From an optimization exercise on the open Yosys and OpenROAD flow, aimed at small area; shortcuts taken in it are not production practice. In this exercise RTL edits were held to simulation tests only and were not proved equivalent to the original. Power figures rest on the tool's default switching activity, not on a simulated workload.

## indigo
Design decode, start of the top module:
module decode (
    input  logic         clk,
    input  logic         rst_n,
    input  logic [31:0]  rdata_a,      
    input  logic [31:0]  pc,           
    input  logic         resp_a,       
    input  logic         resp_b,       
    input  logic [31:0]  cache_out,    
    input  logic         ld_regfile,   
    input  logic [4:0]   rd,           
    output logic [293:0] regs_out      
);
    logic                           load_all;
    assign load_all = resp_a | resp_b;            
    rv32i_types::rv32i_word         rf_data [1:31];
    logic [31:1]                    rf_written;
    logic [31:1]                    rf_we;
    always_comb begin
        for (int k = 1; k < 32; k++) begin
            rf_we[k] = ld_regfile && (rd == 5'(k));
        end
    end
    always_ff @(posedge clk or negedge rst_n) begin
        if (!rst_n) begin
            rf_written <= '0;
        end else begin
            rf_written <= rf_written | rf_we;
        end
    end
    always_ff @(posedge clk) begin
        for (int k = 1; k < 32; k++) begin
            if (rf_we[k]) rf_data[k] <= cache_out;
        end
    end
    rv32i_types::rv32i_word         pc_q;
    rv32i_types::rv32i_word         instr_q;
    rv32i_types::rv32i_word         rs1_q;
  ...
export LEC_CHECK = 0
export CAP_MARGIN = 20
export CORE_MARGIN = 2
export CORE_UTILIZATION = 72
export PLACE_DENSITY = 0.85
export SLEW_MARGIN = 20
export SYNTH_HIERARCHICAL = 1
create_clock -name core_clock -period 5.0 [get_ports {clk}]
standard.sh (not shown) runs the stock make flow with config.mk's settings and CLKGATE_MAP_FILE= SYNTH_SCRIPT=/design/flow/synth_recipe.tcl, a recipe that flattens the netlist after the stock synthesis.
==> flow/flow/run.sh <==
#!/bin/bash
# Standard layout (standard.sh: the ORFS flow, from synthesis to the
# final DEF) with these ORFS settings changed:
#  - the port buffers are the smallest buffer cell instead of a delay cell;
#  - clock tree synthesis uses clkbuf_4 cells, sink clusters of at most 10 and no
#    dummy loads.
# The synthesis, floorplan, power grid, tap cells and routing are standard.
set -o pipefail
cp standard.sh standard_sh.txt
export BUFFER_PORTS_ARGS="-buffer_cell sky130_fd_sc_hd__buf_1"
export CTS_ARGS="-sink_clustering_enable -repair_clock_nets -dont_use_dummy_load -buf_list sky130_fd_sc_hd__clkbuf_4 -sink_clustering_size 10 -sink_clustering_max_diameter 35"
bash standard.sh > standard.log 2>&1
Input changes introduced in willow (baseline for comparison: indigo):
Settings: PLACE_DENSITY: 0.85 -> unset; CORE_UTILIZATION: 72 -> 70; SLEW_MARGIN: 20 -> 0; CAP_MARGIN: 20 -> 0.
diff --git a/flow/flow/run.sh b/flow/flow/run.sh
--- a/flow/flow/run.sh
+++ b/flow/flow/run.sh
@@ -5 +5 @@
-#  - clock tree synthesis uses clkbuf_4 cells, sink clusters of at most 10 and no
+#  - clock tree synthesis uses clkbuf_8 cells, larger sink clusters and no
@@ -11 +11 @@
-export CTS_ARGS="-sink_clustering_enable -repair_clock_nets -dont_use_dummy_load -buf_list sky130_fd_sc_hd__clkbuf_4 -sink_clustering_size 10 -sink_clustering_max_diameter 35"
+export CTS_ARGS="-sink_clustering_enable -repair_clock_nets -dont_use_dummy_load -buf_list sky130_fd_sc_hd__clkbuf_8 -sink_clustering_size 16 -sink_clustering_max_diameter 45"
### Flow results
In willow the implementation ran to completion but is not tape-out ready, as the final checks report capacitance limit, slew limit.
Met1 global-route usage delta for willow relative to indigo: 1.2 points lower
Relative to indigo, worst slew slack as a fraction of its limit has gone down in willow.
In the reports for willow and indigo, the smaller data arrival at the endpoint of the critical path belongs to indigo.
Edits applied to the flow inputs when going from willow to xenon:
Settings: CAP_MARGIN: 0 -> 20; SLEW_MARGIN: 0 -> 20; CORE_UTILIZATION: 70 -> 60.
==> flow/flow/run.sh <==
#!/bin/bash
# Standard layout (standard.sh: the ORFS flow, from synthesis to the
# final DEF) with three ORFS settings changed:
#  - the port buffers are the smallest buffer cell instead of a delay cell;
#  - clock tree synthesis uses clkbuf_8 cells and inserts no dummy loads.
# The synthesis, floorplan, power grid, tap cells and routing are standard.
set -o pipefail
cp standard.sh standard_sh.txt
export BUFFER_PORTS_ARGS="-buffer_cell sky130_fd_sc_hd__buf_1"
export CTS_ARGS="-sink_clustering_enable -repair_clock_nets -dont_use_dummy_load -buf_list sky130_fd_sc_hd__clkbuf_8"
bash standard.sh > standard.log 2>&1
Notes after the runs:
Across willow and xenon, a clean result was obtained everywhere but in willow. [flow] willow | stages: complete | final checks: fail | reason: capacitance limit, slew limit. Initial core utilization in xenon is 10 points below willow. Where post-route cell area is concerned, willow is better than xenon. Delta (xenon minus willow): amount of wire on met3 after detailed routing fell by 1500 µm; clock-buffer cell count rose by 70; clock transition at the registers of the reported paths fell by 0.02 ns; core utilization of the finished layout fell by 9.7 points.
The following lists how cedar was set up differently from xenon:
Settings: putting PLACE_DENSITY at 0.85 where nothing was set; swapping 60 for 70 in CORE_UTILIZATION.
diff --git a/flow/flow/run.sh b/flow/flow/run.sh
--- a/flow/flow/run.sh
+++ b/flow/flow/run.sh
@@ -3 +3 @@
-# final DEF) with three ORFS settings changed:
+# final DEF) with these ORFS settings changed:
@@ -5 +5,2 @@
-#  - clock tree synthesis uses clkbuf_8 cells and inserts no dummy loads.
+#  - clock tree synthesis uses clkbuf_4 cells, sink clusters of at most 10 and no
+#    dummy loads.
@@ -10 +11 @@
-export CTS_ARGS="-sink_clustering_enable -repair_clock_nets -dont_use_dummy_load -buf_list sky130_fd_sc_hd__clkbuf_8"
+export CTS_ARGS="-sink_clustering_enable -repair_clock_nets -dont_use_dummy_load -buf_list sky130_fd_sc_hd__clkbuf_4 -sink_clustering_size 10 -sink_clustering_max_diameter 35"
--- outcome ---
- Measured against each other, xenon and cedar differ in combinational share of power, the lower figure coming from xenon.
- On power per cell area: cedar sits below xenon.
- The met3 usage in cedar sits 11 points above the value recorded for xenon.
- Diff xenon -> cedar: met2 usage in global routing higher, number of non-clock buffers went down 7, proportion of synthesized area in mux cells comparable, setup slack fell by 0.0095 ns, sequential group share of total power increased 7.1 points.
- Summary of the comparison: cell area is lower in cedar, relative to xenon.
- Status: global-route wire length before repair parity (xenon, cedar)

---

decode again, from the RTL that the note above started with.
// decode
module decode (
    input  logic         clk,
    input  logic         rst_n,
    input  logic [31:0]  rdata_a,      
    input  logic [31:0]  pc,           
    input  logic         resp_a,       
    input  logic         resp_b,       
    input  logic [31:0]  cache_out,    
    input  logic         ld_regfile,   
    input  logic [4:0]   rd,           
    output logic [293:0] regs_out      
);
==> flow/config.mk <==
export PLATFORM = sky130hd
export DESIGN_NAME = decode
export DESIGN_NICKNAME = decode
export VERILOG_FILES = /design/flow/design.v
export SDC_FILE = /design/flow/constraint.sdc
export NUM_CORES = 4
export LEC_CHECK = 0
export CAP_MARGIN = 20
export CORE_MARGIN = 2
export CORE_UTILIZATION = 70
export SLEW_MARGIN = 20
export SYNTH_HIERARCHICAL = 1
==> flow/constraint.sdc <==
create_clock -name core_clock -period 5.0 [get_ports {clk}]
set_input_delay 1.0000 -clock core_clock [delete_from_list [all_inputs] [get_ports {clk}]]
set_output_delay 1.0000 -clock core_clock [all_outputs]
set_load 0.01 [all_outputs]
==> flow/flow/run.sh <==
#!/bin/bash
# Standard layout (standard.sh: the ORFS flow, from synthesis to the
# final DEF) with these ORFS settings changed:
#  - the port buffers are the smallest buffer cell instead of a delay cell;
#  - clock tree synthesis uses clkbuf_4 cells, sink clusters of at most 10 and no
#    dummy loads.
# The synthesis, floorplan, power grid, tap cells and routing are standard.
set -o pipefail
cp standard.sh standard_sh.txt
export BUFFER_PORTS_ARGS="-buffer_cell sky130_fd_sc_hd__buf_1"
export CTS_ARGS="-sink_clustering_enable -repair_clock_nets -dont_use_dummy_load -buf_list sky130_fd_sc_hd__clkbuf_4 -sink_clustering_size 10 -sink_clustering_max_diameter 35"
bash standard.sh > standard.log 2>&1
The starting point completed without violations.
Then changed:
==> flow/flow/run.sh (replaced) <==
#!/bin/bash
# Standard layout (standard.sh: the ORFS flow, from synthesis to the
# final DEF) with these ORFS settings changed:
#  - the port buffers are the smallest buffer cell instead of a delay cell;
#  - clock tree synthesis uses clkbuf_8 cells, larger sink clusters and no
#    dummy loads.
# The synthesis, floorplan, power grid, tap cells and routing are standard.
set -o pipefail
cp standard.sh standard_sh.txt
export BUFFER_PORTS_ARGS="-buffer_cell sky130_fd_sc_hd__buf_1"
export CTS_ARGS="-sink_clustering_enable -repair_clock_nets -dont_use_dummy_load -buf_list sky130_fd_sc_hd__clkbuf_8 -sink_clustering_size 16 -sink_clustering_max_diameter 45"
bash standard.sh > standard.log 2>&1
CORE_UTILIZATION = 65   (was 70)
Effect:
- clock power rose by about a fifth
- sequential cell count stays the same
- setup slack gains 28 ps
- power goes up by a few percent
- routed wire length goes up by a few percent
- first-iteration DRC count is lower slightly
- non-clock buffer count went up by 11
- die area is higher by a little under a tenth
- via count went up slightly
- worst hold slack gets better by 140 ps
- core utilization went down by 4.8 points
Then changed:
CORE_UTILIZATION = 60   (was 65)
Result:
- The new run produced a clean layout
- power increases by 1.1%
- wire length hardly moves
- sequential power hardly moves
- final area stays flat
- register-to-register slack is worse by 90 ps
- combinational power hardly moves
- final cell count goes up by about 0.9%
- fmax falls by about 1.3%
- hold slack gets worse by 33 ps
- via count falls by about 1.8%

## port drivers added, routing unchanged
The results above use ideal ports. As a check the final layouts listed here were re-extracted and re-timed, cells and wires unchanged. Step 1 (the two cells are an assumption about what drives the block):
set clk [get_ports {clk}]
set_driving_cell -lib_cell sky130_fd_sc_hd__clkbuf_16 $clk
set_driving_cell -lib_cell sky130_fd_sc_hd__buf_2 [delete_from_list [all_inputs] $clk]
Step 2 also shifts input and output timing later by t, the mid clock arrival at the registers, as if the neighbouring blocks saw the same clock. a / b / c = ideal / step 1 / step 2; a / b = the first two.
run	t (ns)	slack for setup (ns)	hold WS [ns]	worst setup path after step 2
indigo	1.126	1.316 / 1.257 / 0.703	0.124 / 0.090 / 0.500	input to register
willow	0.812	1.396 / 1.433 / 0.620	0.185 / 0.143 / 0.497	input to register
xenon	0.869	1.359 / 1.405 / 0.536	0.221 / 0.178 / 0.489	input to register
cedar	1.088	1.350 / 1.287 / 0.534	0.155 / 0.121 / 0.475	input to register
the first run of note 2	1.079	1.308 / 1.247 / 0.582	0.177 / 0.141 / 0.488	input to register
the second run of note 2	0.808	1.336 / 1.380 / 0.571	0.321 / 0.282 / 0.493	input to register
the third run of note 2	0.837	1.289 / 1.337 / 0.500	0.289 / 0.246 / 0.491	input to register
For xenon, which loses most, drivers alone change the setup slack by +0.046 ns; drivers and shift together by -0.823 ns.
